From an optimization exercise on the open Yosys and OpenROAD flow, aimed at small area; shortcuts taken in it are not production practice.
Only simulation tests tie the RTL to the original design; equivalence was not proved.
The flow treats the clock pin as an ideal source, which a real chip does not have.
Power and IR drop assume default switching activity.

==> flow/standard.sh <==
#!/bin/bash
# synth_recipe.tcl (not shown) runs the flow's synth.tcl, then flattens the netlist and writes it again
# the make line also repeats each setting of config.mk as NAME=value (left out here)
make -C /OpenROAD-flow-scripts/flow DESIGN_CONFIG=/design/flow/config.mk WORK_HOME=/design/flow/orfs CLKGATE_MAP_FILE= SYNTH_SCRIPT=/design/flow/synth_recipe.tcl "${@:-finish}"
==> flow/flow/run.sh <==
#!/bin/bash
# Standard ORFS layout with a smaller port buffer and a leaner clock tree.
# make's full output goes to make.log; each ORFS step logs under orfs/logs.
set -o pipefail
bash standard.sh BUFFER_PORTS_ARGS='-buffer_cell sky130_fd_sc_hd__buf_1' CTS_ARGS='-sink_clustering_enable -repair_clock_nets -dont_use_dummy_load -buf_list {sky130_fd_sc_hd__buf_4} -sink_clustering_size 14 -sink_clustering_max_diameter 45' finish > make.log 2>&1
==> flow/design.v <==
package shell_glue_pkg;
   localparam int NUM_DDR   = 4;       
   localparam int DDR_A_BIT = 0;
   localparam int DDR_B_BIT = 1;
   localparam int DDR_C_BIT = 2;       
   localparam int DDR_D_BIT = 3;
   localparam int NUM_STAT_CH      = 3;
   localparam int STAT_PIPE_STAGES = 8;    
   localparam int RST_PIPE_STAGES  = 4;    
   localparam int STAT_ADDR_W = 8;
   localparam int STAT_DATA_W = 32;
   localparam int STAT_INT_W  = 8;
   localparam int HOST_ID_W = 6;
   localparam int CORE_ID_W = 16;
   localparam int ID_PAD_W  = CORE_ID_W - HOST_ID_W;    
   typedef struct packed {
      logic                   wr;       
      logic                   rd;       
      logic [STAT_ADDR_W-1:0] addr;     
      logic [STAT_DATA_W-1:0] wdata;    
   } stat_req_t;
   typedef struct packed {
      logic                   ack;      
      logic [STAT_INT_W-1:0]  intr;     
      logic [STAT_DATA_W-1:0] rdata;    
   } stat_rsp_t;
   localparam int STAT_REQ_W = 2 + STAT_ADDR_W + STAT_DATA_W;
   localparam int STAT_RSP_W = 1 + STAT_INT_W + STAT_DATA_W;
endpackage
`timescale 1ns/1ps
import shell_glue_pkg::*;
module lib_pipe
#(
   parameter int WIDTH  = 1,                  
   parameter int STAGES = RST_PIPE_STAGES     
)
(
   input  logic             clk_main_a0,
   input  logic [WIDTH-1:0] in_bus,
   output logic [WIDTH-1:0] out_bus
);
   logic [WIDTH-1:0] pipe_q [STAGES];    
   always_ff @(posedge clk_main_a0)
   begin
      pipe_q[0] <= in_bus;
      for (int i = 1; i < STAGES; i++)
      begin
         pipe_q[i] <= pipe_q[i-1];     
      end
   end
   assign out_bus = pipe_q[STAGES-1];
endmodule
`timescale 1ns/1ps
import shell_glue_pkg::*;
module rst_sync_tree
(
   input  logic clk_main_a0,
   input  logic sync_rst_n,      
   output logic local_rst_n,     
   output logic ddr_rst_n,       
   output logic core_rst_n,      
   output logic stat_ok          
);
   logic pre_sync_rst_n;         
   always_ff @(posedge clk_main_a0 or negedge sync_rst_n)
   begin
      if (!sync_rst_n)
      begin
         pre_sync_rst_n <= 1'b0;
         local_rst_n    <= 1'b0;
      end
      else
      begin
         pre_sync_rst_n <= 1'b1;
         local_rst_n    <= pre_sync_rst_n;
      end
   end
   logic [1:0] jc_q;             
   logic       ddr_q;            
   logic       stat_q;           
   logic       wrap;             
   assign wrap = jc_q[1] & ~jc_q[0];
   always_ff @(posedge clk_main_a0 or negedge local_rst_n)
   begin
      if (!local_rst_n)
      begin
         jc_q   <= 2'b00;
         ddr_q  <= 1'b0;
         stat_q <= 1'b0;
      end
      else
      begin
         jc_q   <= {jc_q[0], ~jc_q[1]};
         ddr_q  <= ddr_q | wrap;
         stat_q <= stat_q | (ddr_q & wrap);
      end
   end
   assign ddr_rst_n  = ddr_q;
   assign core_rst_n = ddr_q;
   assign stat_ok    = stat_q;
endmodule
`timescale 1ns/1ps
import shell_glue_pkg::*;
module flr_ready_monitor
(
   input  logic                   clk_main_a0,
   input  logic                   local_rst_n,
   input  logic                   flr_assert,      
   output logic                   flr_done,        
   input  logic [NUM_STAT_CH-1:0] ctrl_ready,      
   input  logic                   ddr_c_ready,     
   output logic [NUM_DDR-1:0]     ddr_ready
);
   logic flr_assert_q;       
   logic ddr_c_ready_q;      
   always_ff @(posedge clk_main_a0 or negedge local_rst_n)
   begin
      if (!local_rst_n)
      begin
         flr_assert_q <= 1'b0;
         flr_done     <= 1'b0;
      end
      else
      begin
         flr_assert_q <= flr_assert;
         flr_done     <= flr_assert_q && !flr_done;
      end
   end
   always_ff @(posedge clk_main_a0 or negedge local_rst_n)
   begin
      if (!local_rst_n)
         ddr_c_ready_q <= 1'b0;
      else
         ddr_c_ready_q <= ddr_c_ready;     
   end
   assign ddr_ready[DDR_A_BIT] = ctrl_ready[0];
   assign ddr_ready[DDR_B_BIT] = ctrl_ready[1];
   assign ddr_ready[DDR_C_BIT] = ddr_c_ready_q;
   assign ddr_ready[DDR_D_BIT] = ctrl_ready[2];
endmodule
`timescale 1ns/1ps
import shell_glue_pkg::*;
module ddr_stat_bridge
(
   input  logic      clk_main_a0,
   input  logic      stat_ok,
   input  logic [NUM_STAT_CH*STAT_REQ_W-1:0] stat_req_in,
   output logic [NUM_STAT_CH*STAT_REQ_W-1:0] stat_req_out,
   input  logic [NUM_STAT_CH*STAT_RSP_W-1:0] stat_rsp_in,
   output logic [NUM_STAT_CH*STAT_RSP_W-1:0] stat_rsp_out
);
   localparam int REQ_W = STAT_REQ_W;    
   localparam int RSP_W = STAT_RSP_W;    
   localparam int REQ_PAY_W = STAT_ADDR_W + STAT_DATA_W;    
   localparam int RSP_PAY_W = STAT_DATA_W;                  
   for (genvar ch = 0; ch < NUM_STAT_CH; ch++)
   begin : g_stat_ch
      logic [REQ_W-1:0] req_flat;        
      logic [RSP_W-1:0] rsp_flat;        
      lib_pipe #(
         .WIDTH  (REQ_W),
         .STAGES (STAT_PIPE_STAGES)
      ) req_pipe (
         .clk_main_a0 (clk_main_a0),
         .in_bus      (stat_req_in[ch*REQ_W +: REQ_W]),
         .out_bus     (req_flat)
      );
      lib_pipe #(
         .WIDTH  (RSP_W),
         .STAGES (STAT_PIPE_STAGES)
      ) rsp_pipe (
         .clk_main_a0 (clk_main_a0),
         .in_bus      (stat_rsp_in[ch*RSP_W +: RSP_W]),
         .out_bus     (rsp_flat)
      );
      assign stat_req_out[ch*REQ_W + REQ_PAY_W +: 2] =
         req_flat[REQ_PAY_W +: 2] & {2{stat_ok}};
      assign stat_req_out[ch*REQ_W +: REQ_PAY_W] = req_flat[REQ_PAY_W-1:0];
      assign stat_rsp_out[ch*RSP_W + RSP_PAY_W +: RSP_W-RSP_PAY_W] =
         rsp_flat[RSP_PAY_W +: RSP_W-RSP_PAY_W] & {(RSP_W-RSP_PAY_W){stat_ok}};
      assign stat_rsp_out[ch*RSP_W +: RSP_PAY_W] = rsp_flat[RSP_PAY_W-1:0];
   end
endmodule
`timescale 1ns/1ps
import shell_glue_pkg::*;
module cl_shell_top
(
   input  logic                   clk_main_a0,
   input  logic                   sync_rst_n,        
   output logic                   ddr_rst_n,         
   output logic                   core_rst_n,        
   input  logic                   flr_assert,
   output logic                   flr_done,
   input  logic [NUM_STAT_CH-1:0] ctrl_ready,        
   input  logic                   ddr_c_ready,       
   output logic [NUM_DDR-1:0]     ddr_ready,
   input  logic [NUM_STAT_CH*STAT_REQ_W-1:0] stat_req_in,
   output logic [NUM_STAT_CH*STAT_REQ_W-1:0] stat_req_out,
   input  logic [NUM_STAT_CH*STAT_RSP_W-1:0] stat_rsp_in,
   output logic [NUM_STAT_CH*STAT_RSP_W-1:0] stat_rsp_out,
   input  logic [HOST_ID_W-1:0]   host_awid,
   input  logic [HOST_ID_W-1:0]   host_arid,
   output logic [HOST_ID_W-1:0]   host_bid,
   output logic [HOST_ID_W-1:0]   host_rid,
   output logic [CORE_ID_W-1:0]   core_awid,
   output logic [CORE_ID_W-1:0]   core_arid,
   input  logic [CORE_ID_W-1:0]   core_bid,
   input  logic [CORE_ID_W-1:0]   core_rid
);
   logic local_rst_n;      
   logic stat_ok;          
   rst_sync_tree rst_tree (
      .clk_main_a0 (clk_main_a0),
      .sync_rst_n  (sync_rst_n),
      .local_rst_n (local_rst_n),
      .ddr_rst_n   (ddr_rst_n),
      .core_rst_n  (core_rst_n),
      .stat_ok     (stat_ok)
   );
   flr_ready_monitor status_mon (
      .clk_main_a0 (clk_main_a0),
      .local_rst_n (local_rst_n),
      .flr_assert  (flr_assert),
      .flr_done    (flr_done),
      .ctrl_ready  (ctrl_ready),
      .ddr_c_ready (ddr_c_ready),
      .ddr_ready   (ddr_ready)
   );
   ddr_stat_bridge stat_bridge (
      .clk_main_a0  (clk_main_a0),
      .stat_ok      (stat_ok),
      .stat_req_in  (stat_req_in),
      .stat_req_out (stat_req_out),
      .stat_rsp_in  (stat_rsp_in),
      .stat_rsp_out (stat_rsp_out)
   );
   assign core_awid = {{ID_PAD_W{1'b0}}, host_awid};
   assign core_arid = {{ID_PAD_W{1'b0}}, host_arid};
   assign host_bid  = core_bid[HOST_ID_W-1:0];
   assign host_rid  = core_rid[HOST_ID_W-1:0];
endmodule
==> flow/constraint.sdc <==
create_clock -name core_clock -period 5.0 [get_ports {clk_main_a0}]
set_input_delay 1.0000 -clock core_clock [delete_from_list [all_inputs] [get_ports {clk_main_a0}]]
set_output_delay 1.0000 -clock core_clock [all_outputs]
set_load 0.01 [all_outputs]
==> flow/config.mk <==
export PLATFORM = sky130hd
export DESIGN_NAME = cl_shell_top
export DESIGN_NICKNAME = cl_shell_top
export VERILOG_FILES = /design/flow/design.v
export SDC_FILE = /design/flow/constraint.sdc
export NUM_CORES = 4
export LEC_CHECK = 0
export CAP_MARGIN = 20
export CORE_MARGIN = 2
export CORE_UTILIZATION = 70
export PLACE_DENSITY = 0.85
export SLEW_MARGIN = 20
==> results_dict.tcl, run 1 <==
set metrics [dict create \
    die_area_um2 62550 \
    synth_compound_area_share_pct 0.03837 \
    timing.hold.ws_ns 0.1071 \
    gr-total-overflow 0 \
    fin_nets 3032 \
    ant_nets 0 \
    rsz0062_at_grt "false" \
    grt_pass1_vias 15883 \
    areaGrowthSynthToFinish_pct 5.224 \
    path_clk_slew_ns 0.12 \
    slew_headroom_pct 46.93 \
    largest_reg_flops 1008 \
    grt_antenna_before_repair 11 \
    synthSimpleGateAreaFrac_pct 0.5991 \
    fin_setup_tns_ns 0 \
    dpl.cell_count 3347 \
    ys_warn_count 6 \
    synth_top_area_share_pct 94.07 \
    leakagePower_nw 18.48 \
    synth_top_family_by_area "buffers and inverters" \
    cts_setup_buffers 0 \
    ys_types 10 \
    critPathLaunchType "register" \
    drt-initial-drc-count 511 \
    rows 90 \
    synth_area_leader_cell "dfxtp_1" \
    nFillCells 3294 \
    synth_xor_area_share_pct 0 \
    min_path_type "register to asynchronous set/reset pin" \
    status "no timing/DRC/antenna violations" \
    post-place-ws_ns 2.695 \
    setup_violations 0 \
    drcViolationCount 0 \
    drt_wl_total_mm 56.95 \
    fin_skew_ns 0.09112 \
    power_w 0.02306 \
    max_stage_delay_ns 0.87 \
    cts_tree "done" \
    grt_use_total_pct 17.93 \
    seq_area_frac_synth_pct 94.60 \
    drt-pass1-iter-count 5 \
    regMostFlops "stat_bridge.g_stat_ch.req_pipe.pipe_q" \
    start_util_pct 70.50 \
    endpoint_kind "primary output" \
    worstPathCellList "and2_2 -> buf_1" \
    peakVddDrop_mv 0.4080 \
    synth_fa_ha_area_share_pct 0 \
    synth_cells 2309 \
    dieWidth_um 250.1 \
    cts-htree-levels 4 \
    final_common_cell "dfxtp_1" \
    worst_ep_required_time_ns 4.00 \
    grt_start_max_net_pins 35 \
    cpMaxStageDelayCell "dfrtp_1" \
    io_buffers 505 \
    syn-cell-area_um2 42390 \
    drive_above_1_share_pct 7.253 \
    cts.sink_count 2001 \
    post_drt_wl_per_cell_um 16.16 \
    cts_buffer_depth 3 \
    insertion_delay_ns 0.85 \
    top_regs "stat_bridge.g_stat_ch.req_pipe.pipe_q (1008), stat_bridge.g_stat_ch.rsp_pipe.pipe_q (984), rst_tree.jc_q (2)" \
    ys_top_cells_by_area "dfxtp_1 94%, buf_4 4.7%, and2_2 0.58%, dfrtp_1 0.53%, clkbuf_2 0.035%" \
    pin_count 600 \
    num_vias 14886 \
    period_minus_slack_ns 3.157 \
    synth.area.mux_share_pct 0 \
    synth.ff_latch_count 2001 \
    hpwlAfterDp_mm 40.26 \
    grt_pass1_wl_mm 82.43 \
    fmax_ghz 0.3167 \
    syn_area_per_cell_um2 18.36 \
    path_class "register to primary output" \
    hold_violations 0 \
    crit_path_max_fanout 34 \
    avgViaCountPerCell 4.223 \
    cts_resized 0 \
    cts_buffers 164 \
    drv_cap 0 \
    tightest_slew_ns 0.7961 \
    die_h_um 250.1 \
    slew_viol_final 0 \
    fin_ws_ns 1.843 \
    gp_congestion 0.7713 \
    stdcell_count 3525 \
    core_um2 60130 \
    p_per_area_nw_per_um2 517.0 \
    mostFrequentLayoutCells "1,992 x dfxtp_1, 505 x buf_1, 164 x buf_4" \
    arrival_ns 2.16 \
    finalCritPeriodShare_pct 63.15 \
    root_buffer "buf_4" \
]
==> logic make-up after synthesis <==
group | count (synthesis)
flip-flops | 2001
buffers and inverters | 270
other | 2
AND/OR/NAND/NOR | 34
AO/OA/AOI/OAI | 2
==> area by class of cell <==
cell class                 instances  area (um2)  area share, %
sequential                      2001       40100          89.90
inverter                           2       7.507        0.01683
antenna                           13       32.53        0.07293
clock buffer                     164        1231          2.760
timing repair buffer             506        1906          4.272
multi-input combinational         57       349.1         0.7826
tap                              782       978.4          2.193
==> power by group <==
group	leakage (nW)	internal [W]	switching (W)
Clock	0.788	0.00168	0.00412
Combinational	0.774	0.0000948	0.000160
Sequential	16.9	0.0168	0.000224
==> path summary, 6_finish.rpt <==
kind                                      start                                         endpoint  slack, ns  depth (start not counted)
max                             rst_tree.stat_q                                 stat_rsp_out[79]       1.84                          2
min                        rst_tree.local_rst_n                              status_mon.flr_done       0.11                          0
max reg2reg                     rst_tree.stat_q                                  rst_tree.stat_q       3.83                          1
min reg2reg                rst_tree.local_rst_n                              status_mon.flr_done       0.11                          0
max in group asynchronous            sync_rst_n                             rst_tree.local_rst_n       4.40                          2
min in group core_clock        stat_rsp_in[110]  stat_bridge.g_stat_ch[2].rsp_pipe.pipe_q[0][28]       0.22                          1
==> metrics by stage <==
step / utilization [%] / area [um2]
2_1_floorplan: - / 42460
3_3_place_gp: 72.06 / 43330
3_5_place_dp: 72.06 / 43330
4_1_cts: 74.13 / 44580
5_1_grt: 74.16 / 44590
6_report: 74.18 / 44610
==> layer usage <==
layer	track usage, %	wire, um	up-vias
met1	17.42	21030	6795
met4	9.376	1759	6
met3	6.329	3777	130
met5	0	40	-
met2	33.16	30350	452
li1	-	-	7503
==> cell usage after synthesis (all sizes together) <==
cell and instances:
dfxtp 1992, buf 265, and2 33, dfrtp 9
clkbuf 3, conb 2, inv 2, a21o 1
a31o 1, nor2b 1
==> worst max-delay path, delay by kind of cell, from the launching register on <==
kind	cells	cell delay (ns)
buffers and inverters	1	0.16
DFF	1	0.87
and+or+nand+nor	1	0.30
==> what timing repair did <==
action | CTS | global route
hold buffers | 1 | 0
endpoints found under the setup margin | 0 | 0
hold endpoints to repair | 2 | 0
==> run 2: changes to the inputs <==
==> flow/flow/run.sh (replaced) <==
#!/bin/bash
# Standard ORFS layout with a smaller port buffer and a leaner clock tree:
# TritonCTS builds the tree from clkbuf_8 without dummy loads, then
# flow/post_cts.tcl sizes each leaf buffer to the smallest clkbuf that meets
# a clock-pin slew target. make's full output goes to make.log; each ORFS
# step logs under orfs/logs.
set -o pipefail
W=$(pwd)
bash standard.sh LEAF_SLEW_TARGET=0.118 POST_CTS_TCL="$W/flow/post_cts.tcl" BUFFER_PORTS_ARGS='-buffer_cell sky130_fd_sc_hd__buf_1' CTS_ARGS='-sink_clustering_enable -repair_clock_nets -dont_use_dummy_load -buf_list {sky130_fd_sc_hd__clkbuf_8} -sink_clustering_size 22 -sink_clustering_max_diameter 60' finish > make.log 2>&1
==> flow/flow/post_cts.tcl (new file) <==
set leaf_sizes {sky130_fd_sc_hd__clkbuf_4 sky130_fd_sc_hd__clkbuf_8 sky130_fd_sc_hd__clkbuf_16}
set leaf_target $::env(LEAF_SLEW_TARGET)
estimate_parasitics -placement
proc leaf_worst_slew { net } {
  set w 0.0
  foreach pin [get_pins -of_objects $net -filter "direction==input"] {
    foreach e {rise fall} {
      set s [get_property $pin slew_max_$e]
      if {$s > $w} { set w $s }
    }
  }
  return $w
}
set n_changed 0
foreach net [get_nets clknet_leaf_*] {
  set drv [lindex [get_pins -of_objects $net -filter "direction==output"] 0]
  set inst [get_cells -of_objects $drv]
  set old [get_property $inst ref_name]
  set chosen ""
  foreach size $leaf_sizes {
    replace_cell $inst $size
    set w [leaf_worst_slew $net]
    if {$w < $leaf_target} { set chosen $size; break }
  }
  if {$chosen eq ""} { set chosen [lindex $leaf_sizes end] }
  if {$chosen ne $old} { incr n_changed }
  puts "LEAF [get_full_name $inst] $old -> $chosen [format %.4f $w]"
}
puts "LEAF resized $n_changed leaf buffers"
detailed_placement
check_placement -verbose
estimate_parasitics -placement
==> run 2 against run 1 <==
Register-to-register slack hardly changed. Combinational power hardly changed. Sequential cell count unchanged. Maximum frequency is 4.6% higher. Highest routed layer unchanged.
==> results_dict.tcl, run 2 <==
set metrics [dict create \
    post-place-ws_ns 2.695 \
    grt_pass1_wl_mm 83.45 \
    top_regs "stat_bridge.g_stat_ch.req_pipe.pipe_q (1008), stat_bridge.g_stat_ch.rsp_pipe.pipe_q (984), rst_tree.jc_q (2)" \
    num_vias 14662 \
    grt_use_total_pct 18.04 \
    mostFrequentLayoutCells "1,992 x dfxtp_1, 505 x buf_1, 89 x clkbuf_8" \
    seq_area_frac_synth_pct 94.60 \
    path_clk_slew_ns 0.11 \
    ys_top_cells_by_area "dfxtp_1 94%, buf_4 4.7%, and2_2 0.58%, dfrtp_1 0.53%, clkbuf_2 0.035%" \
    min_path_type "input pin to asynchronous set/reset pin" \
    synth_edf_count 0 \
    hold_violations 0 \
    crit_path_max_fanout 34 \
    endpoint_kind "primary output" \
    grt_pass1_vias 15510 \
    p_switching_w 0.004501 \
    gp_congestion 0.7713 \
    fin_ws_ns 1.981 \
    gr-total-overflow 0 \
    cts.sink_count 2001 \
    dieWidth_um 250.1 \
    fin_nets 2969 \
    tightest_slew_ns 0.8097 \
    peakVddDrop_mv 0.4188 \
    die_h_um 250.1 \
    power.share.clock_pct 26.3 \
    setup_violations 0 \
    p_per_area_nw_per_um2 522.0 \
    worst_ep_required_time_ns 4.00 \
    hpwlAfterDp_mm 40.26 \
    rows 90 \
    grt_antenna_before_repair 10 \
    avgViaCountPerCell 4.240 \
    status "no timing/DRC/antenna violations" \
    ys_types 10 \
    path_class "register to primary output" \
    rsz0062_at_grt "false" \
    final_common_cell "dfxtp_1" \
    drt-pass1-iter-count 4 \
    drt_wl_total_mm 58.01 \
    syn_area_per_cell_um2 18.36 \
    ys_top_cells_by_count "1,992 x dfxtp_1, 265 x buf_4, 33 x and2_2" \
    drcViolationCount 0 \
    synth_cells 2309 \
    fin_setup_tns_ns 0 \
    finalCritPeriodShare_pct 60.39 \
    die_area_um2 62550 \
    cts_tree "done" \
    slew_headroom_pct 46.02 \
    ant_nets 0 \
    arrival_ns 2.02 \
    synth.ff_latch_count 2001 \
    start_util_pct 70.50 \
    post_drt_wl_per_cell_um 16.78 \
    fin_skew_ns 0.1067 \
    timing.hold.ws_ns 0.1015 \
    leakagePower_nw 18.48 \
    synth_top_area_share_pct 94.07 \
    insertion_delay_ns 0.73 \
    reg2reg_slack_ns 3.82 \
    grt_start_max_net_pins 35 \
    io_buffers 505 \
    drt-initial-drc-count 551 \
    drv_cap 0 \
    async_reset_ff_share_pct 0.4498 \
    power_w 0.02343 \
    nFillCells 3151 \
    critPathLaunchType "register" \
    regMostFlops "stat_bridge.g_stat_ch.req_pipe.pipe_q" \
    ys_warn_count 6 \
    p_int_w 0.01893 \
    pin_count 600 \
    drive_above_1_share_pct 5.099 \
    synth_area_leader_cell "dfxtp_1" \
    period_minus_slack_ns 3.019 \
    fmax_ghz 0.3312 \
    yosysMostFrequentCell "dfxtp_1" \
    p_comb_share_pct 1.1 \
    slew_viol_final 0 \
    p_seq_share_pct 72.6 \
    swShare_pct 19.21 \
    largest_reg_flops 1008 \
    areaGrowthSynthToFinish_pct 5.888 \
    syn-cell-area_um2 42390 \
    synth_flop_cell "dfxtp_1" \
    core_um2 60130 \
]
## run 2: cell counts after synthesis
No cell type changed its count.
## run 2: final timing paths
| kind | start | to | depth (start not counted) |
|---|---|---|---|
| max in group asynchronous | rst_tree.local_rst_n | rst_tree.jc_q[0] | 0 |
| min in group core_clock | stat_bridge.g_stat_ch[0].req_pipe.pipe_q[4][37] | stat_bridge.g_stat_ch[0].req_pipe.pipe_q[5][37] | 0 |
| worst min-delay path | sync_rst_n | rst_tree.local_rst_n | 1 |
| worst min register to register | rst_tree.local_rst_n | status_mon.flr_done | 0 |
| worst max-delay path | rst_tree.stat_q | stat_req_out[41] | 2 |
| worst max register to register | rst_tree.stat_q | rst_tree.stat_q | 1 |
## run 2: power groups by stage
stage          clock [W]  sequential (W)  combinational (W)
2_1_floorplan          0          0.0173           0.000239
5_1_grt          0.00681          0.0171           0.000274
3_3_place_gp           0          0.0173           0.000246
3_5_place_dp           0          0.0174           0.000257
6_report         0.00616          0.0170           0.000256
## run 2: layout make-up
cell class,instances,area (um2),area share (%)
well taps,782,978.4,2.180
inverters,2,7.507,0.01672
multi-input cells,57,349.1,0.7777
diodes,9,22.52,0.05017
clock buffers,102,1533,3.414
flip-flops and latches,2001,40100,89.34
repair buffers,505,1896,4.223
## run 2: logic make-up after synthesis
| family | synth area share [%] |
|---|---|
| flops | 94.60 |
| buf+inv | 4.746 |
| simple gates | 0.5992 |
| compound gates | 0.03838 |
| other cells | 0.01772 |
## run 2: per-layer routing
| layer | GRT usage, % | wire [um] | up-vias |
|---|---|---|---|
| met2 | 34.06 | 31100 | 414 |
| met5 | 0 | 39 | - |
| li1 | - | - | 7386 |
| met3 | 5.632 | 4002 | 112 |
| met1 | 18.17 | 21200 | 6744 |
| met4 | 7.682 | 1668 | 6 |
## run 2: through the flow
stage | cells | cell area (um2) | utilization (%)
after detailed placement | 3347 | 43330 | 72.06
final | 3458 | 44890 | 74.65
after global placement | 3347 | 43330 | 72.06
after floorplan | 2328 | 42460 | -
after global routing | 3455 | 44880 | 74.64
## run 2: critical path, stage by stage, from the launching register on
cell and delay [ns]:
dfrtp_1 0.89, and2_2 0.30, buf_1 0.17
==> run 3: changes to the inputs <==
==> flow/flow/run.sh (replaced) <==
#!/bin/bash
# Standard ORFS layout with a smaller port buffer and a leaner clock tree:
# TritonCTS builds the tree from clkbuf_8 without dummy loads, then
# flow/post_cts.tcl sizes each leaf buffer to the smallest clkbuf that meets
# a clock-pin slew target. make's full output goes to make.log; each ORFS
# step logs under orfs/logs.
set -o pipefail
W=$(pwd)
bash standard.sh LEAF_SLEW_TARGET=0.118 POST_CTS_TCL="$W/flow/post_cts.tcl" BUFFER_PORTS_ARGS='-buffer_cell sky130_fd_sc_hd__buf_1' CTS_ARGS='-sink_clustering_enable -repair_clock_nets -dont_use_dummy_load -buf_list {sky130_fd_sc_hd__clkbuf_8} -sink_clustering_size 28 -sink_clustering_max_diameter 70' finish > make.log 2>&1
==> run 3 against run 2 <==
Global-route usage rose by 2.8 points. Setup slack got worse by 0.13 ns. Largest cell class unchanged. Critical path depth unchanged. Largest power group unchanged. Non-clock buffer count stayed put.
==> results_dict.tcl, run 3 <==
set metrics [dict create \
    dieWidth_um 250.1 \
    p_per_area_nw_per_um2 539.3 \
    max_stage_delay_ns 0.95 \
    drv_cap 0 \
    yosysMostFrequentCell "dfxtp_1" \
    final_common_cell "dfxtp_1" \
    die_h_um 250.1 \
    hpwlAfterDp_mm 40.26 \
    synth_top_area_share_pct 94.07 \
    fin_nets 2949 \
    drt-pass1-iter-count 4 \
    synth_area_leader_cell "dfxtp_1" \
    start_util_pct 70.50 \
    areaGrowthSynthToFinish_pct 6.859 \
    drive_above_1_share_pct 4.382 \
    min_path_type "input pin to asynchronous set/reset pin" \
    largest_reg_flops 1008 \
    period_minus_slack_ns 3.146 \
    stdcell_area_um2 45300 \
    leakagePower_nw 18.64 \
    finalCritPeriodShare_pct 62.91 \
    grt_use_total_pct 20.83 \
    fin_skew_ns 0.07014 \
    ys_types 10 \
    drt-initial-drc-count 579 \
    peakVddDrop_mv 0.4522 \
    postPlaceCellArea_um2 43330 \
    path_class "register to primary output" \
    nFillCells 3110 \
    top_regs "stat_bridge.g_stat_ch.req_pipe.pipe_q (1008), stat_bridge.g_stat_ch.rsp_pipe.pipe_q (984), rst_tree.jc_q (2)" \
    seq_area_frac_synth_pct 94.60 \
    endpoint_kind "primary output" \
    gr-total-overflow 0 \
    arrival_ns 2.15 \
    tightest_slew_ns 0.9050 \
    grt_pass1_wl_mm 94.82 \
    gp_congestion 0.7713 \
    drcViolationCount 0 \
    fmax_ghz 0.3179 \
    grt_antenna_before_repair 12 \
    regMostFlops "stat_bridge.g_stat_ch.req_pipe.pipe_q" \
    post_drt_wl_per_cell_um 19.50 \
    synth_flop_cell "dfxtp_1" \
    fin_setup_tns_ns 0 \
    slew_viol_final 0 \
    drt_wl_total_mm 67.09 \
    status "no timing/DRC/antenna violations" \
    multiInputGateArea_um2 349.1 \
    insertion_delay_ns 0.75 \
    cts.sink_count 2001 \
    worstPathCellList "and2_2 -> buf_1" \
    path_clk_slew_ns 0.10 \
    synth.ff_latch_count 2001 \
    synth_edf_count 0 \
    hold_violations 0 \
    critPathLaunchType "register" \
    rsz0062_at_grt "false" \
    crit_path_max_fanout 34 \
    avgViaCountPerCell 4.347 \
    slew_headroom_pct 39.67 \
    async_reset_ff_share_pct 0.4498 \
    cts_tree "done" \
    cpMaxStageDelayCell "dfrtp_1" \
    syn_area_per_cell_um2 18.36 \
    worst_ep_required_time_ns 4.00 \
    die_area_um2 62550 \
    ys_top_cells_by_area "dfxtp_1 94%, buf_4 4.7%, and2_2 0.58%, dfrtp_1 0.53%, clkbuf_2 0.035%" \
    num_vias 14952 \
    setup_violations 0 \
    io_buffers 505 \
    mostFrequentLayoutCells "1,992 x dfxtp_1, 505 x buf_1, 72 x clkbuf_16" \
    grt_pass1_vias 16359 \
    ys_warn_count 6 \
    ff_latch_area_um2 40100 \
    core_um2 60130 \
    rows 90 \
    ys_top_cells_by_count "1,992 x dfxtp_1, 265 x buf_4, 33 x and2_2" \
    grt_start_max_net_pins 35 \
    ant_nets 0 \
    syn-cell-area_um2 42390 \
    pin_count 600 \
    synth_cells 2309 \
]
-- run 3: cell counts after synthesis --
No cell type changed its count.
-- run 3: layout make-up --
class	count	area share, %
clock buffers	82	4.281
flip-flops and latches	2001	88.53
well taps	782	2.160
inverters	2	0.01657
repair buffers	505	4.184
multi-input cells	57	0.7706
diodes	11	0.06076
-- run 3: cell families after synthesis --
group                  synth area share (%)
AO/OA/AOI/OAI                       0.03838
flip-flops                            94.60
buffers and inverters                 4.746
AND/OR/NAND/NOR                      0.5992
other                               0.01772
-- run 3: routing by layer --
layer	part of all wire [%]	track usage, %
met1	36	20.64
met4	3.0	8.349
met2	55	40.57
met3	5.9	5.653
met5	0.080	0
-- run 3: critical path: cells and delay by family, from the launching register on --
family | cells | cell delay [ns]
buf+inv | 1 | 0.18
flops | 1 | 0.95
simple gates | 1 | 0.31
-- run 3: power by group --
| group | total [W] | internal, W | switching, W | leakage [nW] |
|---|---|---|---|---|
| Clock | 0.00711 | 0.00276 | 0.00436 | 0.959 |
| Combinational | 0.000261 | 0.0000943 | 0.000167 | 0.770 |
| Sequential | 0.0171 | 0.0168 | 0.000265 | 16.9 |
-- run 3: worst paths after layout --
path / endpoint / cells past startpoint / slack [ns] / from
max: stat_req_out[41] / 2 / 1.85 / rst_tree.stat_q
min: rst_tree.local_rst_n / 1 / 0.06 / sync_rst_n
max reg2reg: rst_tree.stat_q / 1 / 3.76 / rst_tree.stat_q
min reg2reg: rst_tree.jc_q[1] / 0 / 0.11 / rst_tree.local_rst_n
max in group asynchronous: status_mon.flr_done / 0 / 4.69 / rst_tree.local_rst_n
min in group core_clock: stat_bridge.g_stat_ch[1].req_pipe.pipe_q[2][32] / 0 / 0.26 / stat_bridge.g_stat_ch[1].req_pipe.pipe_q[1][32]
-- run 3: metrics by stage --
stage | cells | setup slack (ns) | util [%] | hold slack [ns] | total power (W)
6_report | 3440 | 1.854 | 75.34 | 0.05723 | 0.02443
5_1_grt | 3436 | 1.674 | 75.32 | 0.02253 | 0.02511
3_5_place_dp | 3347 | 2.695 | 72.06 | 0.1034 | 0.01765
3_3_place_gp | 3347 | 2.824 | 72.06 | 0.09138 | 0.01756
2_1_floorplan | 2328 | 2.881 | - | 0.08149 | 0.01750
==> run 4: changes to the inputs <==
==> flow/flow/run.sh (replaced) <==
#!/bin/bash
# Standard ORFS layout with a smaller port buffer (buf_1), a leaner clock tree
# (buf_4 leaf buffers in small clusters, no dummy loads), and the output mask
# gates started at drive strength 1 (flow/pre_floorplan.tcl). make's full
# output goes to make.log; each ORFS step logs under orfs/logs.
set -o pipefail
W=$(pwd)
bash standard.sh PRE_FLOORPLAN_TCL="$W/flow/pre_floorplan.tcl" BUFFER_PORTS_ARGS='-buffer_cell sky130_fd_sc_hd__buf_1' CTS_ARGS='-sink_clustering_enable -repair_clock_nets -dont_use_dummy_load -buf_list {sky130_fd_sc_hd__buf_4} -sink_clustering_size 14 -sink_clustering_max_diameter 45' finish > make.log 2>&1
==> flow/flow/pre_floorplan.tcl (new file) <==
# Before floorplanning: synthesis maps the statistics output masks to
# drive-strength-2 cells, but each drives only its port buffer. Start them at
# drive strength 1; the resizer still sizes up any that need it.
foreach inst [get_cells *] {
  set m [get_property $inst ref_name]
  if {[regexp {^(sky130_fd_sc_hd__[a-z0-9]+)_2$} $m -> base] && ![string match *df* $base] && ![string match *clk* $base]} {
    replace_cell $inst ${base}_1
    puts "DOWNSIZE [get_full_name $inst] $m -> ${base}_1"
  }
}
removed: flow/flow/post_cts.tcl
==> run 4 against run 3 <==
Count of clock-buffer cells in the layout up 83. Core utilization decreased by 1.2 points. Critical path depth is the same. Setup slack got worse by 0.18 ns. Via count grew 1.1%. Synthesized cell count unchanged. Maximum frequency shrank 5.3%. Sequential power hardly changed. Register-to-register slack got worse by 0.04 ns. Sequential share of layout area increased by 1.5 points. Wire length decreased by 12%.
==> results_dict.tcl, run 4 <==
set metrics [dict create \
    power_w 0.02308 \
    final_common_cell "dfxtp_1" \
    fin_ws_ns 1.679 \
    yosysMostFrequentCell "dfxtp_1" \
    io_buffers 505 \
    dpl.cell_count 3347 \
    post-place-ws_ns 2.605 \
    root_buffer "buf_4" \
    post_drt_wl_per_cell_um 16.69 \
    max_stage_delay_ns 1.02 \
    slew_viol_final 0 \
    reg2reg_to "rst_tree.stat_q" \
    drt_wl_total_mm 58.78 \
    start_util_pct 70.43 \
    period_minus_slack_ns 3.321 \
    use_met2_pct 34.83 \
    peakVddDrop_mv 0.3335 \
    grt_pass1_vias 16178 \
    syn-cell-area_um2 42350 \
    reg2reg_slack_ns 3.72 \
    cts_tree "done" \
    num_vias 15119 \
    core_um2 60130 \
    cts_buffer_depth 3 \
    seq_area_frac_synth_pct 94.60 \
    ys_top_cells_by_area "dfxtp_1 94%, buf_4 4.7%, and2_2 0.58%, dfrtp_1 0.53%, clkbuf_2 0.035%" \
    dieWidth_um 250.0 \
    cpMaxStageDelayCell "dfrtp_1" \
    mostFrequentLayoutCells "1,992 x dfxtp_1, 505 x buf_1, 165 x buf_4" \
    die_area_um2 62490 \
    fin_skew_ns 0.1029 \
    regMostFlops "stat_bridge.g_stat_ch.req_pipe.pipe_q" \
    grt_antenna_before_repair 22 \
    path_clk_slew_ns 0.12 \
    p_int_w 0.01856 \
    leakagePower_nw 18.46 \
    ys_top_cells_by_count "1,992 x dfxtp_1, 265 x buf_4, 33 x and2_2" \
    ys_types 10 \
    synth_flop_cell "dfxtp_1" \
    stdcell_area_um2 44560 \
    rows 90 \
    cts_setup_buffers 0 \
    avgViaCountPerCell 4.293 \
    largest_reg_flops 1008 \
    async_reset_ff_share_pct 0.4498 \
    crit_path_max_fanout 34 \
    cts.sink_count 2001 \
    synth_area_leader_cell "dfxtp_1" \
    hpwlAfterDp_mm 41.93 \
    synth_edf_count 0 \
    status "no timing/DRC/antenna violations" \
    p_per_area_nw_per_um2 517.8 \
    grt_pass1_wl_mm 84.82 \
    synth_top_area_share_pct 94.07 \
    cts-htree-levels 4 \
    top_regs "stat_bridge.g_stat_ch.req_pipe.pipe_q (1008), stat_bridge.g_stat_ch.rsp_pipe.pipe_q (984), rst_tree.jc_q (2)" \
    postPlaceCellArea_um2 43290 \
    top_usage_layer "met2" \
    p_seq_share_pct 73.7 \
    p_comb_share_pct 1.1 \
    ff2ff_path_depth 1 \
    path_class "register to primary output" \
    swShare_pct 19.55 \
    worst_ep_required_time_ns 4.00 \
    arrival_ns 2.32 \
    min_path_type "register to asynchronous set/reset pin" \
    synth.ff_latch_count 2001 \
    cts_buffers 165 \
    drv_cap 0 \
    r2r_start "rst_tree.stat_q" \
    slew_headroom_pct 32.65 \
    syn_area_per_cell_um2 18.34 \
    critPathLaunchType "register" \
    hold_violations 0 \
    pin_count 600 \
    grt_util_met3_pct 7.332 \
    worstPathCellList "and2_1 -> buf_1" \
    drcViolationCount 0 \
    nFillCells 3346 \
    p_switching_w 0.004512 \
    finalCritPeriodShare_pct 66.41 \
    insertion_delay_ns 0.84 \
    use_met1_pct 17.25 \
    fmax_ghz 0.3011 \
    areaGrowthSynthToFinish_pct 5.223 \
    endpoint_kind "primary output" \
    grt_use_total_pct 18.58 \
    drive_above_1_share_pct 6.042 \
    tightest_slew_ns 1.010 \
    stdcell_count 3522 \
    die_h_um 250.0 \
    synth_cells 2309 \
    setup_violations 0 \
    ys_warn_count 6 \
    power.share.clock_pct 25.2 \
    grt_start_max_net_pins 35 \
    ant_nets 0 \
    drt-initial-drc-count 468 \
    gp_congestion 0.8086 \
    drt-pass1-iter-count 4 \
    gr-total-overflow 0 \
    fin_nets 3033 \
    rsz0062_at_grt "false" \
    fin_setup_tns_ns 0 \
]
-- run 4: cell counts after synthesis --
Identical to the previous run, type by type.
-- run 4: what timing repair did --
action	CTS	global route
hold buffers	1	0
setup endpoints to repair	0	0
hold endpoints to repair	2	0
gates resized for setup	0	0
-- run 4: power groups by stage --
stage               Sequential (W)  Clock, W  Combinational [W]
detailed placement          0.0174         0           0.000255
floorplan                   0.0173         0           0.000236
finish                      0.0170   0.00581           0.000253
global route                0.0171   0.00657           0.000269
global placement            0.0173         0           0.000241
CTS                         0.0170   0.00602           0.000257
-- run 4: through the flow --
stage	utilization (%)	hold slack, ns
detailed placement	72.00	0.1130
CTS	74.07	0.04683
floorplan	-	0.08149
global route	74.10	0.09772
global placement	72.00	0.09230
finish	74.11	0.1139
-- run 4: worst max-delay path, delay by kind of cell (launching register included) --
kind | cells | cell delay (ns)
buf+inv | 1 | 0.19
simple gates | 1 | 0.25
flops | 1 | 1.02
-- run 4: logic make-up (layout without fill, tap and decap cells) --
kind of cell | after synthesis | in the layout | share of synthesized area [%]
DFF | 2001 | 2001 | 94.60
buffers and inverters | 270 | 673 | 4.746
and+or+nand+nor | 34 | 34 | 0.5992
other | 2 | 30 | 0.01772
AOI/OAI and AO/OA | 2 | 2 | 0.03838
-- run 4: area by class of cell --
cell class / count / area, um2 / area share, %
Sequential cell: 2001 / 40100 / 89.99
Timing Repair Buffer: 506 / 1906 / 4.276
Clock buffer: 165 / 1239 / 2.780
Tap cell: 782 / 978.4 / 2.196
Multi-Input combinational cell: 57 / 307.8 / 0.6907
Antenna cell: 9 / 22.52 / 0.05054
Inverter: 2 / 7.507 / 0.01685
-- run 4: worst max-delay path by stage --
| stage | from | end | slack, ns | cells after the start |
|---|---|---|---|---|
| after CTS | rst_tree.stat_q | stat_rsp_out[39] | 1.54 | 2 |
| after global placement | rst_tree.stat_q | stat_rsp_out[37] | 2.77 | 2 |
| final | rst_tree.stat_q | stat_rsp_out[33] | 1.68 | 2 |
| after floorplan | host_arid[0] | core_arid[0] | 2.88 | 1 |
| after global routing | rst_tree.stat_q | stat_rsp_out[122] | 1.47 | 2 |
| after detailed placement | rst_tree.stat_q | stat_rsp_out[117] | 2.61 | 2 |
-- run 4: routing by layer --
| layer | vias up | part of all wire (%) |
|---|---|---|
| met5 | - | 0.24 |
| met4 | 22 | 3.7 |
| met3 | 174 | 7.2 |
| met2 | 494 | 54 |
| met1 | 6929 | 35 |
| li1 | 7500 | - |
==> run 5: changes to the inputs <==
==> flow/flow/run.sh (replaced) <==
#!/bin/bash
# Standard ORFS layout with a smaller port buffer (buf_1), a leaner clock tree
# (buf_4 leaf buffers in small clusters, no dummy loads), and the output mask
# gates started at drive strength 1 (flow/pre_floorplan.tcl). make's full
# output goes to make.log; each ORFS step logs under orfs/logs.
set -o pipefail
W=$(pwd)
bash standard.sh PRE_FLOORPLAN_TCL="$W/flow/pre_floorplan.tcl" BUFFER_PORTS_ARGS='-buffer_cell sky130_fd_sc_hd__buf_1' CTS_ARGS='-sink_clustering_enable -repair_clock_nets -dont_use_dummy_load -buf_list {sky130_fd_sc_hd__buf_4} -sink_clustering_size 13 -sink_clustering_max_diameter 45' finish > make.log 2>&1
==> run 5 against run 4 <==
Still clean. Sequential power about the same. Global-route usage decreased by 0.057 points. Non-clock buffer count unchanged. Power increased by 0.55%. First-iteration DRC count increased by 6.4%. Via count increased by 0.34%. Largest cell class unchanged. Largest power group unchanged. Highest routed layer unchanged.
==> results_dict.tcl, run 5 <==
set metrics [dict create \
    gp_congestion 0.8086 \
    ys_top_cells_by_area "dfxtp_1 94%, buf_4 4.7%, and2_2 0.58%, dfrtp_1 0.53%, clkbuf_2 0.035%" \
    ant_nets 0 \
    die_area_um2 62490 \
    routed.top_layer "met5" \
    io_buffers 505 \
    min_path_type "register to asynchronous set/reset pin" \
    critPathLaunchType "register" \
    status "no timing/DRC/antenna violations" \
    worstPathCellList "and2_1 -> buf_1" \
    gr-total-overflow 0 \
    endpoint_kind "primary output" \
    regMostFlops "stat_bridge.g_stat_ch.req_pipe.pipe_q" \
    drive_above_1_share_pct 6.419 \
    p_comb_share_pct 1.1 \
    synth_area_leader_cell "dfxtp_1" \
    final_common_cell "dfxtp_1" \
    arrival_ns 2.30 \
    fin_util_pct 74.26 \
    seq_area_frac_synth_pct 94.60 \
    grt_start_max_net_pins 35 \
    root_buffer "buf_4" \
    crit_path_max_fanout 34 \
    die_h_um 250.0 \
    synth_edf_count 0 \
    ys_top_cells_by_count "1,992 x dfxtp_1, 265 x buf_4, 33 x and2_2" \
    tightest_slew_ns 0.9741 \
    core_um2 60130 \
    post_drt_wl_per_cell_um 16.64 \
    finalCritPeriodShare_pct 66.08 \
    path_class "register to primary output" \
    peakVddDrop_mv 0.3968 \
    cpMaxStageDelayCell "dfrtp_1" \
    cts_setup_buffers 0 \
    insertion_delay_ns 0.86 \
    num_vias 15170 \
    nFillCells 3340 \
    rsz0062_at_grt "false" \
    path_clk_slew_ns 0.11 \
    wl_met1_mm 20.79 \
    syn-cell-area_um2 42350 \
    synth_flop_cell "dfxtp_1" \
    fin_skew_ns 0.07142 \
    pin_count 600 \
    p_switching_w 0.004535 \
    synth_top_area_share_pct 94.07 \
    drt-pass1-iter-count 4 \
    drcViolationCount 0 \
    power.share.clock_pct 25.6 \
    stdcell_area_um2 44660 \
    drt-initial-drc-count 498 \
    yosysMostFrequentCell "dfxtp_1" \
    max_stage_delay_ns 1.00 \
    period_minus_slack_ns 3.304 \
    ys_warn_count 6 \
    grt_pass1_wl_mm 84.82 \
    worst_ep_required_time_ns 4.00 \
    areaGrowthSynthToFinish_pct 5.442 \
    largest_reg_flops 1008 \
    fmax_ghz 0.3026 \
    p_int_w 0.01867 \
    cts-htree-levels 4 \
    cts_buffer_depth 3 \
    fin_setup_tns_ns 0 \
    drt_wl_total_mm 58.85 \
    grt_use_total_pct 18.52 \
    mostFrequentLayoutCells "1,992 x dfxtp_1, 505 x buf_1, 176 x buf_4" \
    syn_area_per_cell_um2 18.34 \
    top_regs "stat_bridge.g_stat_ch.req_pipe.pipe_q (1008), stat_bridge.g_stat_ch.rsp_pipe.pipe_q (984), rst_tree.jc_q (2)" \
    leakagePower_nw 18.51 \
    synth_cells 2309 \
    swShare_pct 19.54 \
    drv_cap 0 \
    p_per_area_nw_per_um2 519.6 \
    p_seq_share_pct 73.3 \
    synth.ff_latch_count 2001 \
    cts_buffers 176 \
    dr_wl_met2_mm 31.62 \
    hold_violations 0 \
    path_buf_inv 1 \
    cts_resized 0 \
    slew_headroom_pct 35.06 \
    grt_pass1_vias 16169 \
    cts.sink_count 2001 \
    slew_viol_final 0 \
    hpwlAfterDp_mm 41.93 \
    start_util_pct 70.43 \
    cpLargestDelayFamily "flip-flops" \
    dr_wl_met3_mm 4.174 \
    fin_nets 3044 \
    postPlaceCellArea_um2 43290 \
    dieWidth_um 250.0 \
    cts_tree "done" \
    ys_types 10 \
    avgViaCountPerCell 4.289 \
    grt_antenna_before_repair 22 \
    async_reset_ff_share_pct 0.4498 \
    rows 90 \
    setup_violations 0 \
]
run 5: cell counts after synthesis:
Identical to the previous run, type by type.
run 5: final timing paths:
kind                                                                       end  cells past startpoint                 start  slack [ns]
worst min-delay path                                           rst_tree.stat_q                      0  rst_tree.local_rst_n        0.11
max in group asynchronous                              rst_tree.pre_sync_rst_n                      2            sync_rst_n        4.42
worst max-delay path                                         stat_rsp_out[122]                      2       rst_tree.stat_q        1.70
worst max register to register                                 rst_tree.stat_q                      1       rst_tree.stat_q        3.75
worst min register to register                                 rst_tree.stat_q                      0  rst_tree.local_rst_n        0.11
min in group core_clock         stat_bridge.g_stat_ch[1].req_pipe.pipe_q[0][5]                      1       stat_req_in[47]        0.22
run 5: per-layer routing:
| layer | GRT usage [%] | vias up |
|---|---|---|
| met5 | 0 | - |
| met4 | 9.085 | 20 |
| met3 | 7.217 | 155 |
| met2 | 34.67 | 512 |
| met1 | 17.40 | 6954 |
| li1 | - | 7529 |
run 5: area by class of cell:
class / count / area, um2 / area share, %
tap: 782 / 978.4 / 2.191
multi-input combinational: 57 / 307.8 / 0.6892
inverter: 2 / 7.507 / 0.01681
sequential: 2001 / 40100 / 89.80
clock buffer: 176 / 1321 / 2.959
antenna: 13 / 32.53 / 0.07285
timing repair buffer: 506 / 1906 / 4.267
run 5: power groups by stage:
stage                     Clock, W  Combinational, W  Sequential (W)
after floorplan                  0          0.000236          0.0173
after global placement           0          0.000241          0.0173
after detailed placement         0          0.000255          0.0174
after CTS                  0.00614          0.000257          0.0170
after global routing       0.00670          0.000269          0.0171
final                      0.00593          0.000253          0.0170
run 5: logic make-up (layout without fill, tap and decap cells):
kind of cell | Yosys count | after routing | share of synthesized area, %
DFF | 2001 | 2001 | 94.60
other | 2 | 34 | 0.01772
buffers and inverters | 270 | 684 | 4.746
and+or+nand+nor | 34 | 34 | 0.5992
AOI/OAI and AO/OA | 2 | 2 | 0.03838
run 5: stage by stage:
| stage | total power, W | setup WS [ns] | instances | hold WS [ns] |
|---|---|---|---|---|
| after floorplan | 0.01750 | 2.881 | 2328 | 0.08149 |
| after global placement | 0.01756 | 2.770 | 3347 | 0.09230 |
| after detailed placement | 0.01766 | 2.605 | 3347 | 0.1130 |
| after CTS | 0.02343 | 1.584 | 3524 | 0.08301 |
| after global routing | 0.02405 | 1.490 | 3531 | 0.08724 |
| final | 0.02320 | 1.696 | 3537 | 0.1100 |
run 5: what timing repair did:
action / 4_1_cts / 5_1_grt
setup endpoints to repair: 0 / 0
hold buffers: 1 / 0
endpoints found under the hold margin: 2 / 0
==> run 6: changes to the inputs <==
==> flow/flow/run.sh (replaced) <==
#!/bin/bash
# Standard ORFS layout with a smaller port buffer (buf_1), a leaner clock tree
# (buf_4 leaf buffers in small clusters, no dummy loads), and the output mask
# gates started at drive strength 1 (flow/pre_floorplan.tcl). make's full
# output goes to make.log; each ORFS step logs under orfs/logs.
set -o pipefail
W=$(pwd)
bash standard.sh PRE_FLOORPLAN_TCL="$W/flow/pre_floorplan.tcl" BUFFER_PORTS_ARGS='-buffer_cell sky130_fd_sc_hd__buf_1' CTS_ARGS='-sink_clustering_enable -repair_clock_nets -dont_use_dummy_load -buf_list {sky130_fd_sc_hd__buf_4} -sink_clustering_size 14 -sink_clustering_max_diameter 40' finish > make.log 2>&1
==> run 6 against run 5 <==
Synthesized cell count unchanged. Power is 0.53% lower. Core utilization down 0.12 points. Setup slack improved by 0.011 ns. Critical path type unchanged. Still clean on timing, DRC and antenna. Count of clock-buffer cells in the layout down 9. Sequential cell count did not move. Critical endpoint is now stat_rsp_out[80]. Maximum frequency up 0.34%. Via count fell by 0.27%. Final area shrank 0.16%.
==> results_dict.tcl, run 6 <==
set metrics [dict create \
    status "no timing/DRC/antenna violations" \
    ys_top_cells_by_area "dfxtp_1 94%, buf_4 4.7%, and2_2 0.58%, dfrtp_1 0.53%, clkbuf_2 0.035%" \
    synth.ff_latch_count 2001 \
    fin_ws_ns 1.707 \
    areaGrowthSynthToFinish_pct 5.276 \
    setup_violations 0 \
    drt-initial-drc-count 506 \
    rows 90 \
    period_minus_slack_ns 3.293 \
    fmax_ghz 0.3037 \
    hpwlAfterDp_mm 41.93 \
    hold_violations 0 \
    critPathLaunchType "register" \
    post-place-ws_ns 2.605 \
    worst_ep_required_time_ns 4.00 \
    gp_congestion 0.8086 \
    reg2reg_slack_ns 3.75 \
    ys_types 10 \
    drive_above_1_share_pct 6.111 \
    synth_flop_cell "dfxtp_1" \
    largest_reg_flops 1008 \
    cts_buffers 167 \
    yosysMostFrequentCell "dfxtp_1" \
    fin_setup_tns_ns 0 \
    dieWidth_um 250.0 \
    reg2reg_to "rst_tree.stat_q" \
    peakVddDrop_mv 0.3868 \
    pin_count 600 \
    cts_tree "done" \
    slew_viol_final 0 \
    seq_area_frac_synth_pct 94.60 \
    gr-total-overflow 0 \
    die_h_um 250.0 \
    grt_use_total_pct 18.39 \
    die_area_um2 62490 \
    synth_area_leader_cell "dfxtp_1" \
    multiInputGateArea_um2 307.8 \
    grt_pass1_vias 16045 \
    finalCritPeriodShare_pct 65.86 \
    power_w 0.02308 \
    fin_skew_ns 0.07560 \
    path_clk_slew_ns 0.12 \
    grt_start_max_net_pins 35 \
    async_reset_ff_share_pct 0.4498 \
    cpMaxStageDelayCell "dfrtp_1" \
    drt-pass1-iter-count 4 \
    mostFrequentLayoutCells "1,992 x dfxtp_1, 505 x buf_1, 167 x buf_4" \
    endpoint_kind "primary output" \
    num_vias 15129 \
    final_common_cell "dfxtp_1" \
    synth_edf_count 0 \
    ff_latch_area_um2 40100 \
    max_stage_delay_ns 1.01 \
    syn_area_per_cell_um2 18.34 \
    rsz0062_at_grt "false" \
    ys_warn_count 6 \
    avgViaCountPerCell 4.289 \
    cts_setup_buffers 0 \
    syn-cell-area_um2 42350 \
    min_path_type "register to asynchronous set/reset pin" \
    top_regs "stat_bridge.g_stat_ch.req_pipe.pipe_q (1008), stat_bridge.g_stat_ch.rsp_pipe.pipe_q (984), rst_tree.jc_q (2)" \
    ant_nets 0 \
    ff2ff_path_depth 1 \
    root_buffer "buf_4" \
    core_um2 60130 \
    worstPathCellList "and2_1 -> buf_1" \
    cts.sink_count 2001 \
    fin_nets 3035 \
    path_class "register to primary output" \
    leakagePower_nw 18.47 \
    r2r_start "rst_tree.stat_q" \
    io_buffers 505 \
    drt_wl_total_mm 58.48 \
    tightest_slew_ns 0.9823 \
    cts_buffer_depth 3 \
    drv_cap 0 \
    start_util_pct 70.43 \
    grt_pass1_wl_mm 84.19 \
    slew_headroom_pct 34.51 \
    crit_path_max_fanout 34 \
    synth_cells 2309 \
    p_per_area_nw_per_um2 517.7 \
    ys_top_cells_by_count "1,992 x dfxtp_1, 265 x buf_4, 33 x and2_2" \
    arrival_ns 2.29 \
    regMostFlops "stat_bridge.g_stat_ch.req_pipe.pipe_q" \
    grt_antenna_before_repair 21 \
    cts_resized 0 \
    post_drt_wl_per_cell_um 16.58 \
    synth_top_area_share_pct 94.07 \
    insertion_delay_ns 0.82 \
    nFillCells 3356 \
    drcViolationCount 0 \
    cts-htree-levels 4 \
]
-- run 6: cell count changes in the layout (fill, tap and decap cells not counted), sizes merged --
| cell | change |
|---|---|
| buf | -9 |
| diode | -1 |
-- run 6: worst max path at each step --
stage	from	endpoint	slack (ns)	depth (start not counted)
floorplan	host_arid[0]	core_arid[0]	2.88	1
global placement	rst_tree.stat_q	stat_rsp_out[37]	2.77	2
detailed placement	rst_tree.stat_q	stat_rsp_out[117]	2.61	2
CTS	rst_tree.stat_q	stat_rsp_out[39]	1.58	2
global route	rst_tree.stat_q	stat_rsp_out[80]	1.50	2
finish	rst_tree.stat_q	stat_rsp_out[80]	1.71	2
-- run 6: critical path, delay by kind of cell (launching register included) --
| kind | cells | cell delay [ns] |
|---|---|---|
| flops | 1 | 1.01 |
| simple gates | 1 | 0.25 |
| buf+inv | 1 | 0.20 |
-- run 6: cell families (layout without fill, tap and decap cells) --
| group | Yosys count | after routing | share of synthesized area (%) |
|---|---|---|---|
| flip-flops | 2001 | 2001 | 94.60 |
| buffers and inverters | 270 | 675 | 4.746 |
| AND/OR/NAND/NOR | 34 | 34 | 0.5992 |
| other | 2 | 33 | 0.01772 |
| AO/OA/AOI/OAI | 2 | 2 | 0.03838 |
-- run 6: repair_timing --
action / in CTS / in global routing
endpoints found under the setup margin: 0 / 0
hold buffers: 1 / 0
hold endpoints to repair: 2 / 0
-- run 6: where the power goes --
group          internal [W]  switching (W)  total [W]
registers            0.0168       0.000231     0.0170
logic             0.0000920       0.000161   0.000253
clock network       0.00171        0.00410    0.00581
total                0.0186        0.00450     0.0231
-- run 6: stage by stage --
| step | cell area (um2) | utilization [%] | hold slack (ns) | instances |
|---|---|---|---|---|
| finish | 44590 | 74.15 | 0.1143 | 3527 |
| detailed placement | 43290 | 72.00 | 0.1130 | 3347 |
| CTS | 44560 | 74.10 | 0.07897 | 3515 |
| floorplan | 42420 | - | 0.08149 | 2328 |
| global route | 44570 | 74.13 | 0.08687 | 3522 |
| global placement | 43290 | 72.00 | 0.09230 | 3347 |
-- run 6: routing by layer --
metal | vias up | wire length (um) | GRT usage (%)
met1 | 6952 | 20850 | 17.31
met4 | 20 | 1908 | 9.102
met3 | 146 | 4102 | 7.092
li1 | 7513 | - | -
met2 | 498 | 31490 | 34.40
met5 | - | 128 | 0
-- run 6: area by class of cell --
class                           count  share of cell area [%]
Timing Repair Buffer              506                   4.274
Multi-Input combinational cell     57                  0.6903
Clock buffer                      167                   2.812
Sequential cell                  2001                   89.95
Antenna cell                       12                 0.06735
Inverter                            2                 0.01684
Tap cell                          782                   2.194
==> run 7: changes to the inputs <==
==> flow/flow/run.sh (replaced) <==
#!/bin/bash
# Standard ORFS layout with a smaller port buffer and a leaner clock tree:
# TritonCTS builds the tree without dummy loads, then flow/post_cts_inv.tcl
# turns the root and leaf clock buffers into inverters sized to a clock-pin
# slew target. make's full output goes to make.log; each ORFS step logs
# under orfs/logs.
set -o pipefail
W=$(pwd)
bash standard.sh LEAF_SLEW_TARGET=0.120 POST_CTS_TCL="$W/flow/post_cts_inv.tcl" BUFFER_PORTS_ARGS='-buffer_cell sky130_fd_sc_hd__buf_1' CTS_ARGS='-sink_clustering_enable -repair_clock_nets -dont_use_dummy_load -buf_list {sky130_fd_sc_hd__clkbuf_8} -sink_clustering_size 22 -sink_clustering_max_diameter 60' finish > make.log 2>&1
==> flow/flow/post_cts_inv.tcl (new file) <==
set inv_sizes {sky130_fd_sc_hd__inv_4 sky130_fd_sc_hd__inv_6 sky130_fd_sc_hd__inv_8 sky130_fd_sc_hd__inv_12 sky130_fd_sc_hd__inv_16}
set root_inv sky130_fd_sc_hd__inv_16
set leaf_target $::env(LEAF_SLEW_TARGET)
set db [ord::get_db]
set block [ord::get_db_block]

# Replace buffer inst (A -> X) by an inverter (A -> Y) of master in place.
proc buf_to_inv { inst master_name } {
  global db block
  set name [$inst getName]
  set a [[$inst findITerm A] getNet]
  set x [[$inst findITerm X] getNet]
  set loc [$inst getLocation]
  set orient [$inst getOrient]
  odb::dbInst_destroy $inst
  set new [odb::dbInst_create $block [$db findMaster $master_name] $name]
  [$new findITerm A] connect $a
  [$new findITerm Y] connect $x
  $new setOrient $orient
  $new setLocation [lindex $loc 0] [lindex $loc 1]
  $new setPlacementStatus PLACED
  return $new
}

proc net_driver_inst { net_name } {
  global block
  set net [$block findNet $net_name]
  foreach it [$net getITerms] {
    if {[$it isOutputSignal]} { return [$it getInst] }
  }
  return ""
}

proc leaf_worst_slew { net_name } {
  set w 0.0
  foreach pin [get_pins -of_objects [get_nets $net_name] -filter "direction==input"] {
    foreach e {rise fall} {
      set s [get_property $pin slew_max_$e]
      if {$s > $w} { set w $s }
    }
  }
  return $w
}

# Every flip-flop must hang off a leaf net, and every leaf net off the root
# through the same number of buffers, or the parity argument above fails.
set clk_port_net [$block findNet clk_main_a0]
set root [net_driver_inst clknet_0_clk_main_a0]
set ok 1
foreach it [$clk_port_net getITerms] {
  if {[$it getInst] ne $root} { set ok 0 }
}
foreach inst [$block getInsts] {
  set ck [$inst findITerm CLK]
  if {$ck eq "NULL" || $ck eq ""} continue
  set n [$ck getNet]
  if {$n eq "NULL" || ![string match clknet_leaf_* [$n getName]]} { set ok 0 }
}
if {!$ok} {
  puts "CLKINV clock tree shape not as expected; leaving it as built"
} else {
  buf_to_inv $root $root_inv
  set leaves {}
  foreach net [$block getNets] {
    if {[string match clknet_leaf_* [$net getName]]} { lappend leaves [$net getName] }
  }
  estimate_parasitics -placement
  foreach n $leaves {
    set inst [buf_to_inv [net_driver_inst $n] [lindex $inv_sizes 0]]
    set sta_inst [get_cells [$inst getName]]
    set chosen ""
    foreach size $inv_sizes {
      replace_cell $sta_inst $size
      set w [leaf_worst_slew $n]
      if {$w < $leaf_target} { set chosen $size; break }
    }
    puts "CLKINV $n $size [format %.4f $w]"
  }
  detailed_placement
  check_placement -verbose
  estimate_parasitics -placement
  report_clock_skew
  report_check_types -max_slew -max_capacitance -violators
}
removed: flow/flow/pre_floorplan.tcl
==> run 7 against run 6 <==
The run now fails in 4_1_cts. Synthesized cell count unchanged. Synthesized area about the same.
==> results_dict.tcl, run 7 <==
set metrics [dict create \
    synth_compound_area_share_pct 0.03837 \
    dieWidth_um 250.1 \
    synth.ff_latch_count 2001 \
    hpwlAfterDp_mm 40.26 \
    dpl.cell_count 3347 \
    yosysMostFrequentCell "dfxtp_1" \
    synth_xor_area_share_pct 0 \
    synth_fa_ha_area_share_pct 0 \
    io_buffers 505 \
    gp_congestion 0.7713 \
    ys_warn_count 6 \
    synth_flop_cell "dfxtp_1" \
    ys_top_cells_by_area "dfxtp_1 94%, buf_4 4.7%, and2_2 0.58%, dfrtp_1 0.53%, clkbuf_2 0.035%" \
    syn-cell-area_um2 42390 \
    synth_top_area_share_pct 94.07 \
    pin_count 600 \
    synth.area.mux_share_pct 0 \
    cts.sink_count 2001 \
    status "aborted with a tool error" \
    stop_stage "4_1_cts" \
    syn_area_per_cell_um2 18.36 \
    rows 90 \
    synthSimpleGateAreaFrac_pct 0.5991 \
    error_line "Error: cts.tcl, 90 can't read \"block\": no such variable" \
    seq_area_frac_synth_pct 94.60 \
    async_reset_ff_share_pct 0.4498 \
    ys_top_cells_by_count "1,992 x dfxtp_1, 265 x buf_4, 33 x and2_2" \
    synth_edf_count 0 \
    synth_cells 2309 \
    die_h_um 250.1 \
    synth_area_leader_cell "dfxtp_1" \
    start_util_pct 70.50 \
    synth_top_family_by_area "buffers and inverters" \
    ys_types 10 \
]
## run 7: cell counts after synthesis
No cell type changed its count.
## run 7: worst max path at each step
stage,from,to,slack [ns]
detailed placement,rst_tree.stat_q,stat_req_out[125],2.69
global placement,rst_tree.stat_q,stat_rsp_out[121],2.82
floorplan,host_arid[0],core_arid[0],2.88
## run 7: kinds of logic after synthesis
family | count (synthesis)
AO/OA/AOI/OAI | 2
flip-flops | 2001
AND/OR/NAND/NOR | 34
buffers and inverters | 270
other | 2
## run 7: through the flow
stage | hold WS (ns) | area, um2 | util, % | worst slack [ns] | power [W]
detailed placement | 0.1034 | 43330 | 72.06 | 2.695 | 0.01765
global placement | 0.09138 | 43330 | 72.06 | 2.824 | 0.01756
floorplan | 0.08149 | 42460 | - | 2.881 | 0.01750
## run 7: power by group through the flow
stage                     registers (W)  clock network, W  logic, W
after floorplan                  0.0173                 0  0.000239
after global placement           0.0173                 0  0.000246
after detailed placement         0.0174                 0  0.000257

[afterwards: timing with drivers on the ports]
Ports are ideal in the flow. The routed layouts listed here were re-timed in OpenROAD. Step 1, drivers: a clkbuf_16 drives clk_main_a0 and a buf_2 each remaining input, both assumed. Step 2 adds t to the input delays and takes it off the output delays; t is the mean of the earliest and latest rising clock arrival at the registers after step 1. Input paths then give back, and output paths get back, about the clock's delay inside the block. Slacks: ideal / step 1 / step 2; pairs: ideal / step 1.
| run | t (ns) | setup WS [ns] | worst setup path at the end | latest minus earliest clock arrival (ns) | worst register clock-pin slew, ns |
|---|---|---|---|---|---|
| run 1 | 0.866 | 1.843 / 1.786 / 2.652 | register to output | 0.112 / 0.112 | 0.12 / 0.12 |
| run 2 | 0.739 | 1.981 / 1.920 / 2.659 | register to output | 0.108 / 0.108 | 0.12 / 0.12 |
| run 3 | 0.784 | 1.854 / 1.793 / 2.577 | register to output | 0.081 / 0.080 | 0.12 / 0.12 |
| run 4 | 0.862 | 1.679 / 1.622 / 2.484 | register to output | 0.133 / 0.133 | 0.12 / 0.12 |
| run 5 | 0.868 | 1.696 / 1.639 / 2.507 | register to output | 0.118 / 0.118 | 0.12 / 0.12 |
| run 6 | 0.852 | 1.707 / 1.648 / 2.500 | register to output | 0.114 / 0.114 | 0.12 / 0.12 |
After both steps every run listed still meets setup and hold.
